Background: an optimization exercise with open tools, aiming at small area. Do not read the settings as production practice.
The RTL was checked by simulation tests, not by an equivalence proof against the original design.
Power and IR drop assume default switching activity.

v6:
## monotonic_max_queue
module monotonic_max_queue (
	input  logic        clk,
	input  logic        arst_n,
	input  logic        s_tvalid,
	output logic        s_tready,
	input  logic [15:0] s_tdata,
	input  logic [0:0]  s_tuser,
	output logic        m_tvalid,
	input  logic        m_tready,
	output logic [31:0] m_tdata
);
For scale: roughly 4300 cells after synthesis, about 1100 flip-flops, ~55 I/O pins, ~44000 sq um of cells after synthesis.
==> module mmq_cmp, before the edit <==
module mmq_cmp #(
	parameter int W = 16
) (
	input  logic [W-1:0] q,
	input  logic [W-1:0] z,
	input  logic         phase,
	output logic         c
);
	logic [W:0] cy;
	assign cy[0] = phase;
	for (genvar j = 0; j < W; j++) begin : g_bit
		assign cy[j+1] = (q[j] & z[j]) | ((q[j] | z[j]) & cy[j]);
	end
	assign c = cy[W];
endmodule
==> module mmq_cmp_fast, before the edit <==
module mmq_cmp_fast #(
	parameter int W = 16
) (
	input  logic [W-1:0] q,
	input  logic [W-1:0] z,
	input  logic         phase,
	output logic         c
);
	logic [W-1:0] g [5];
	logic [W-1:0] p [5];
	assign g[0] = q & z;
	assign p[0] = q | z;
	for (genvar l = 0; l < 4; l++) begin : g_lvl
		for (genvar j = 0; j < W; j++) begin : g_bit
			if (j >= (1 << l)) begin : g_comb
				assign g[l+1][j] = g[l][j] | (p[l][j] & g[l][j-(1<<l)]);
				assign p[l+1][j] = p[l][j] & p[l][j-(1<<l)];
			end else begin : g_pass
				assign g[l+1][j] = g[l][j];
				assign p[l+1][j] = p[l][j];
			end
		end
	end
	assign c = g[4][W-1] | (p[4][W-1] & phase);
endmodule
==> module monotonic_max_queue, before the edit <==
module monotonic_max_queue (
	input  logic        clk,
	input  logic        arst_n,
	input  logic        s_tvalid,
	output logic        s_tready,
	input  logic [15:0] s_tdata,
	input  logic [0:0]  s_tuser,
	output logic        m_tvalid,
	input  logic        m_tready,
	output logic [31:0] m_tdata
);
	localparam int N = 64;
	localparam int W = 16;
	logic         out_valid_q;
	logic [6:0]   count_q;      
	logic [1:0]   err_q;
	logic         pend_push_q;  
	logic         pend_pop_q;   
	logic [W-1:0] pend_xp_q;    
	logic [W-1:0] smax_q [N];
	logic [W-1:0] smax_d [N];
	logic         fire;
	logic         is_push;
	logic         full;
	logic         empty;
	logic         push_ok;
	logic         pop_ok;
	logic         phase_q;      
	logic [W-1:0] pend_z;       
	logic         push_p1;      
	logic         push_p0;      
	assign s_tready = !out_valid_q || m_tready;
	assign fire     = s_tvalid && s_tready;
	assign is_push  = !s_tuser[0];
	assign full     = count_q[6];
	assign empty    = (count_q == 7'd0);
	assign push_ok  = fire && is_push && !full;
	assign pop_ok   = fire && !is_push && !empty;
	always_ff @(posedge clk or negedge arst_n) begin
		if (!arst_n) begin
			out_valid_q <= 1'b0;
			count_q     <= 7'd0;
			pend_push_q <= 1'b0;
			pend_pop_q  <= 1'b0;
			phase_q     <= 1'b0;
		end else begin
			phase_q     <= !phase_q;
			out_valid_q <= fire || (out_valid_q && !m_tready);
			pend_push_q <= push_ok;
			pend_pop_q  <= pop_ok;
			if (push_ok)
				count_q <= count_q + 7'd1;
			else if (pop_ok)
				count_q <= count_q - 7'd1;
		end
	end
	always_ff @(posedge clk) begin
		pend_xp_q <= {~s_tdata[W-1], s_tdata[W-2:0]} ^ {W{!phase_q}};
		if (s_tready) begin
			err_q[1] <= is_push && full;
			err_q[0] <= !is_push && empty;
		end
	end
	assign pend_z  = ~pend_xp_q;
	assign push_p1 = pend_push_q && phase_q;
	assign push_p0 = pend_push_q && !phase_q;
	for (genvar i = 0; i < N; i++) begin : g_ent
		logic         c;
		logic         ld;
		logic         hold;
		logic [W-1:0] nxt;
		if (i == N - 1) begin : g_last
			assign nxt = smax_q[i];
		end else begin : g_link
			assign nxt = smax_q[i+1];
		end
		if (i == 0) begin : g_front
			mmq_cmp_fast #(.W(W)) u_cmp (
				.q    (smax_q[i]),
				.z    (pend_z),
				.phase(phase_q),
				.c    (c)
			);
		end else begin : g_rest
			mmq_cmp #(.W(W)) u_cmp (
				.q    (smax_q[i]),
				.z    (pend_z),
				.phase(phase_q),
				.c    (c)
			);
		end
		mmq_ctl u_ctl (
			.pop      (pend_pop_q),
			.push_p1  (push_p1),
			.push_p0  (push_p0),
			.push_tail(pend_push_q && (count_q == 7'(i + 1))),
			.c        (c),
			.ld       (ld),
			.hold     (hold)
		);
		mmq_cell #(.W(W)) u_cell (
			.hold (hold),
			.pop  (pend_pop_q),
			.ld   (ld),
			.cur  (smax_q[i]),
			.nxt  (nxt),
			.x    (pend_xp_q),
			.d    (smax_d[i])
		);
		always_ff @(posedge clk) begin
			smax_q[i] <= smax_d[i];
		end
	end
	assign m_tvalid = out_valid_q;
	always_comb begin
		m_tdata        = '0;
		m_tdata[15:0]  = empty ? '0 : (smax_d[0] ^ {phase_q, {(W-1){!phase_q}}});
		m_tdata[16]    = empty;
		m_tdata[23:17] = count_q;
		m_tdata[25:24] = err_q;
	end
endmodule
clock: 6.0 ns
lec_check: 0
cap_margin: 20
core_margin: 2
core_utilization: 40
cts_cluster_diameter: 80
cts_cluster_size: 20
setup_slack_margin: 0.1
slew_margin: 20
synth_hierarchical: 1
synth_minimum_keep_size: 0
standard.sh (not shown) runs the stock make flow with config.mk's settings and CLKGATE_MAP_FILE= SYNTH_SCRIPT=/design/flow/synth_recipe.tcl, a recipe that flattens the netlist after the stock synthesis.
==> flow/flow/run.sh <==
#!/bin/bash
# Own layout flow: the standard layout (standard.sh), run with a copy of the
# ORFS scripts whose ABC area script maps the logic for least area. Everything
# else (floorplan, placement, CTS, routing, finish) is the standard flow.
set -euo pipefail
W=$PWD
rm -rf "$W/scripts"
cp -r "$FLOW_HOME/scripts" "$W/scripts"
cp "$W/flow/abc_area.script" "$W/scripts/abc_area.script"
bash "$W/standard.sh" SCRIPTS_DIR="$W/scripts" ABC_AREA=1 finish > "$W/flow.log" 2>&1
==> flow/flow/abc_area.script <==
strash
dch
map -a
&get -n
&st
&dch
&nf -R 1000
&put
topo
stime -c
v6 ran to completion and came out clean on the timing, design-rule and antenna checks.
Modified inputs, v7 compared to v6
-- flow/design.v --
<<< v6, line 36
	output logic         c
);
	logic [W:0] cy;
	assign cy[0] = phase;
	for (genvar j = 0; j < W; j++) begin : g_bit
		assign cy[j+1] = (q[j] & z[j]) | ((q[j] | z[j]) & cy[j]);
	end
	assign c = cy[W];
>>> v7, line 36
	output logic         c
);
	logic [W-1:0] s;
	logic [W:0]   cy;
	assign s     = {~q[W-1], q[W-2:0]};
	assign cy[0] = phase;
	for (genvar j = 0; j < W; j++) begin : g_bit
		assign cy[j+1] = (s[j] & z[j]) | ((s[j] | z[j]) & cy[j]);
	end
	assign c = cy[W];
<<< v6, line 51
	output logic         c
);
	logic [W-1:0] g [5];
	logic [W-1:0] p [5];
	assign g[0] = q & z;
	assign p[0] = q | z;
	for (genvar l = 0; l < 4; l++) begin : g_lvl
		for (genvar j = 0; j < W; j++) begin : g_bit
>>> v7, line 53
	output logic         c
);
	logic [W-1:0] s;
	logic [W-1:0] g [5];
	logic [W-1:0] p [5];
	assign s    = {~q[W-1], q[W-2:0]};
	assign g[0] = s & z;
	assign p[0] = s | z;
	for (genvar l = 0; l < 4; l++) begin : g_lvl
		for (genvar j = 0; j < W; j++) begin : g_bit
<<< v6, line 125
	end
	always_ff @(posedge clk) begin
		pend_xp_q <= {~s_tdata[W-1], s_tdata[W-2:0]} ^ {W{!phase_q}};
		if (s_tready) begin
			err_q[1] <= is_push && full;
>>> v7, line 129
	end
	always_ff @(posedge clk) begin
		pend_xp_q <= s_tdata ^ {W{!phase_q}};
		if (s_tready) begin
			err_q[1] <= is_push && full;
<<< v6, line 131
		end
	end
	assign pend_z  = ~pend_xp_q;
	assign push_p1 = pend_push_q && phase_q;
	assign push_p0 = pend_push_q && !phase_q;
>>> v7, line 135
		end
	end
	assign pend_z  = {pend_xp_q[W-1], ~pend_xp_q[W-2:0]};
	assign push_p1 = pend_push_q && phase_q;
	assign push_p0 = pend_push_q && !phase_q;
<<< v6, line 140
		logic [W-1:0] nxt;
		if (i == N - 1) begin : g_last
			assign nxt = smax_q[i];
		end else begin : g_link
			assign nxt = smax_q[i+1];
>>> v7, line 144
		logic [W-1:0] nxt;
		if (i == N - 1) begin : g_last
			assign nxt = '0;
		end else begin : g_link
			assign nxt = smax_q[i+1];
<<< v6, line 184
	always_comb begin
		m_tdata        = '0;
		m_tdata[15:0]  = empty ? '0 : (smax_d[0] ^ {phase_q, {(W-1){!phase_q}}});
		m_tdata[16]    = empty;
		m_tdata[23:17] = count_q;
>>> v7, line 188
	always_comb begin
		m_tdata        = '0;
		m_tdata[15:0]  = empty ? '0 : (smax_d[0] ^ {W{!phase_q}});
		m_tdata[16]    = empty;
		m_tdata[23:17] = count_q;
## What came out
- v6 → v7: maximum frequency lost about 2.6%; share of power burned in the clock network lost 0.4 points; wire length lost about 1.4%; post-synth design cell area picked up an extra 0.53%.
- Looking at via density per instance, v7 sits about 0.7% below v6.
- v7 against v6: via count saw a decrease; detailed router's first-iteration violation count saw an increase.

[static timing again, ports no longer ideal]
In the flow no input, the clock included, has a driving cell. The finished layouts below were timed again as built, in two steps.
Step 1 (the two cells are an assumption about what drives the block):
set clk [get_ports {clk}]
set_driving_cell -lib_cell sky130_fd_sc_hd__clkbuf_16 $clk
set_driving_cell -lib_cell sky130_fd_sc_hd__buf_2 [delete_from_list [all_inputs] $clk]
Step 2 times the ports against the registers' clock, not the clock port: input delays grow and output delays shrink by t, the midpoint of the rising clock arrivals with the driver on.
a / b / c = ideal ports / drivers / drivers and shift; a / b = the first two.
run | t, ns | slack for setup (ns) | hold slack, ns | worst setup path after step 2 | latest minus earliest clock arrival (ns)
v6 | 0.756 | 0.463 / 0.393 / 1.023 | 0.493 / 0.493 / 0.493 | register to register | 0.024 / 0.024
v7 | 0.744 | 0.315 / 0.241 / 0.984 | 0.493 / 0.493 / 0.493 | register to output | 0.027 / 0.027
After both steps every run listed still meets setup and hold.
